This is an optimization exercise on Yosys and OpenROAD, whose aim is small area, a short achievable clock period and few clock cycles per item, not a production implementation. In this exercise RTL edits were held to simulation tests only and were not proved equivalent to the original.

== north ==
// marked_cell_distance
module marked_cell_distance #(
    parameter int MAX_COLS = 1024,
    parameter int MAX_ROWS = 1024
) (
    input  logic                        aclk,
    input  logic                        aresetn,
    input  logic                        s_tvalid,
    output logic                        s_tready,
    input  logic [7:0]                  s_tdata,    
    output logic                        m_tvalid,
    input  logic                        m_tready,
    output logic [15:0]                 m_tdata,    
    output logic [0:0]                  m_tuser,    
    input  logic                        cfg_wen,
    input  logic                        cfg_index,
    input  logic [mcd_pkg::PT_W-1:0]    cfg_data
);
==> flow/config.mk <==
export PLATFORM = sky130hd
export DESIGN_NAME = marked_cell_distance
export DESIGN_NICKNAME = marked_cell_distance
export VERILOG_FILES = /design/flow/design.v
export SDC_FILE = /design/flow/constraint.sdc
export NUM_CORES = 4
export LEC_CHECK = 0
export ABC_CLOCK_PERIOD_IN_PS = 2500
export CAP_MARGIN = 10
export CORE_MARGIN = 2
export CORE_UTILIZATION = 40
export CTS_CLUSTER_DIAMETER = 80
export CTS_CLUSTER_SIZE = 30
export SETUP_SLACK_MARGIN = 3.8
export SLEW_MARGIN = 10
==> flow/constraint.sdc <==
create_clock -name core_clock -period 6.5 [get_ports {aclk}]
set_input_delay 1.3000 -clock core_clock [delete_from_list [all_inputs] [get_ports {aclk}]]
set_output_delay 1.3000 -clock core_clock [all_outputs]
set_load 0.01 [all_outputs]
run.sh (not shown) runs the stock make flow with config.mk's settings and CLKGATE_MAP_FILE= SYNTH_SCRIPT=/design/flow/synth_recipe.tcl, a recipe that flattens the netlist after the stock synthesis.
Testbench counts of north, summed over its fixed seeds: cycles 32,176, items 32,000.
> inputs changed (north -> south)
# north
export LEC_CHECK = 0
export ABC_CLOCK_PERIOD_IN_PS = 2500
export CAP_MARGIN = 10
export CORE_MARGIN = 2
export CORE_UTILIZATION = 40
export CTS_CLUSTER_DIAMETER = 80
export CTS_CLUSTER_SIZE = 30
export SETUP_SLACK_MARGIN = 3.8
export SLEW_MARGIN = 10
create_clock -name core_clock -period 6.5 [get_ports {aclk}]
# south
export LEC_CHECK = 0
export ABC_CLOCK_PERIOD_IN_PS = 2500
export CAP_MARGIN = 20
export CORE_MARGIN = 2
export CORE_UTILIZATION = 40
export CTS_CLUSTER_DIAMETER = 60
export CTS_CLUSTER_SIZE = 30
export SETUP_SLACK_MARGIN = 3.8
export SLEW_MARGIN = 20
create_clock -name core_clock -period 6.5 [get_ports {aclk}]
[summary]
Compared with north, south shows a higher area fraction of clock buffers and clock inverters.
south vs north, number of ordinary and repair buffers in the finished layout went up by about 3%.
The largest stage delay on the critical path was comparable across south and north.
Per the comparison of south with north, number of pins exceeding their max-slew limit in the final report held steady; design area grew by 1.9%.
Changes in east relative to south:
# south
export LEC_CHECK = 0
export ABC_CLOCK_PERIOD_IN_PS = 2500
export CAP_MARGIN = 20
export CORE_MARGIN = 2
export CORE_UTILIZATION = 40
export CTS_CLUSTER_DIAMETER = 60
export CTS_CLUSTER_SIZE = 30
export SETUP_SLACK_MARGIN = 3.8
export SLEW_MARGIN = 20
create_clock -name core_clock -period 6.5 [get_ports {aclk}]
# east
export LEC_CHECK = 0
export ABC_CLOCK_PERIOD_IN_PS = 2500
export CAP_MARGIN = 20
export CORE_MARGIN = 2
export CORE_UTILIZATION = 40
export CTS_CLUSTER_DIAMETER = 60
export CTS_CLUSTER_SIZE = 24
export SETUP_SLACK_MARGIN = 3.8
export SLEW_MARGIN = 20
create_clock -name core_clock -period 6.5 [get_ports {aclk}]
[summary]
Between south and east, the final design instance area without fill does not differ in any meaningful way. On global-route usage, south tracks east almost exactly. Between south and east, the final cell count without fillers does not differ in any meaningful way. Compared with south, in east post-route worst hold slack has increased; global-route wire length before repair was more or less identical; placed wire-length estimate after detailed placement comparable; setup slack dropped 0.035 ns. Average detailed-routed wire length per instance ends up higher on south.
--- input diff east..west ---
# east
export LEC_CHECK = 0
export ABC_CLOCK_PERIOD_IN_PS = 2500
export CAP_MARGIN = 20
export CORE_MARGIN = 2
export CORE_UTILIZATION = 40
export CTS_CLUSTER_DIAMETER = 60
export CTS_CLUSTER_SIZE = 24
export SETUP_SLACK_MARGIN = 3.8
export SLEW_MARGIN = 20
create_clock -name core_clock -period 6.5 [get_ports {aclk}]
# west
export LEC_CHECK = 0
export ABC_CLOCK_PERIOD_IN_PS = 2500
export CAP_MARGIN = 20
export CORE_MARGIN = 2
export CORE_UTILIZATION = 40
export CTS_CLUSTER_DIAMETER = 70
export CTS_CLUSTER_SIZE = 30
export SETUP_SLACK_MARGIN = 3.85
export SLEW_MARGIN = 20
create_clock -name core_clock -period 6.5 [get_ports {aclk}]
==> summary.txt <==
Taking east as the reference, in west first-pass GRT wire length went up; post-layout instance count excluding filler cells neither gained nor lost much.
Here is what was changed in the inputs of middle compared with west.
# west
export LEC_CHECK = 0
export ABC_CLOCK_PERIOD_IN_PS = 2500
export CAP_MARGIN = 20
export CORE_MARGIN = 2
export CORE_UTILIZATION = 40
export CTS_CLUSTER_DIAMETER = 70
export CTS_CLUSTER_SIZE = 30
export SETUP_SLACK_MARGIN = 3.85
export SLEW_MARGIN = 20
create_clock -name core_clock -period 6.5 [get_ports {aclk}]
# middle
export LEC_CHECK = 0
export ABC_CLOCK_PERIOD_IN_PS = 2500
export CAP_MARGIN = 20
export CORE_MARGIN = 2
export CORE_UTILIZATION = 40
export SETUP_SLACK_MARGIN = 3.9
export SLEW_MARGIN = 20
create_clock -name core_clock -period 6.5 [get_ports {aclk}]
==> summary.txt <==
- First-pass GRT wire length was higher in the run labelled middle.
- Number of antenna repair diodes was higher in west than in middle.
- middle gives more ratio of final minimum period to clock period than west did.
- In middle relative to west, non-clock buffer instance count of the final layout had gone up by more than 10%.
- The maximum clock frequency of middle is lower than that of west.
- Each of the runs, namely west and middle, reached the end of the flow and came out clean.
- From west to middle the numbers moved as follows: final wirelength higher; multi-input logic area now larger; register-to-register slack has decreased.

what the ideal ports hide:
The results above use ideal ports. As a check the final layouts listed here were re-extracted and re-timed, cells and wires unchanged.
Step 1 assumes that a clkbuf_16 drives the clock port and a buf_2 every other input.
Step 2 adds t to the input delays and takes it off the output delays; t is the mean of the earliest and latest rising clock arrival at the registers after step 1. Input paths then give back, and output paths get back, about the clock's delay inside the block.
Three values: ideal ports, drivers, drivers and shift; two values: the first two.
run | t, ns | setup slack, ns | hold WS [ns] | clock arrival spread, ns | worst slew at a driven data input, ns
north | 0.704 | 3.823 / 3.778 / 3.203 | 0.310 / 0.310 / 0.310 | 0.052 / 0.051 | 0.04
south | 0.659 | 3.845 / 3.834 / 3.283 | 0.308 / 0.308 / 0.308 | 0.043 / 0.043 | 0.04
east | 0.659 | 3.810 / 3.810 / 3.300 | 0.313 / 0.313 / 0.313 | 0.046 / 0.046 | 0.04
west | 0.647 | 3.846 / 3.846 / 3.356 | 0.317 / 0.317 / 0.317 | 0.052 / 0.051 | 0.04
middle | 0.667 | 3.821 / 3.821 / 3.372 | 0.306 / 0.306 / 0.306 | 0.056 / 0.055 | 0.04
After both steps setup and hold are still met in every run listed. For north, which loses most, drivers alone change the setup slack by -0.045 ns; drivers and shift together by -0.620 ns.
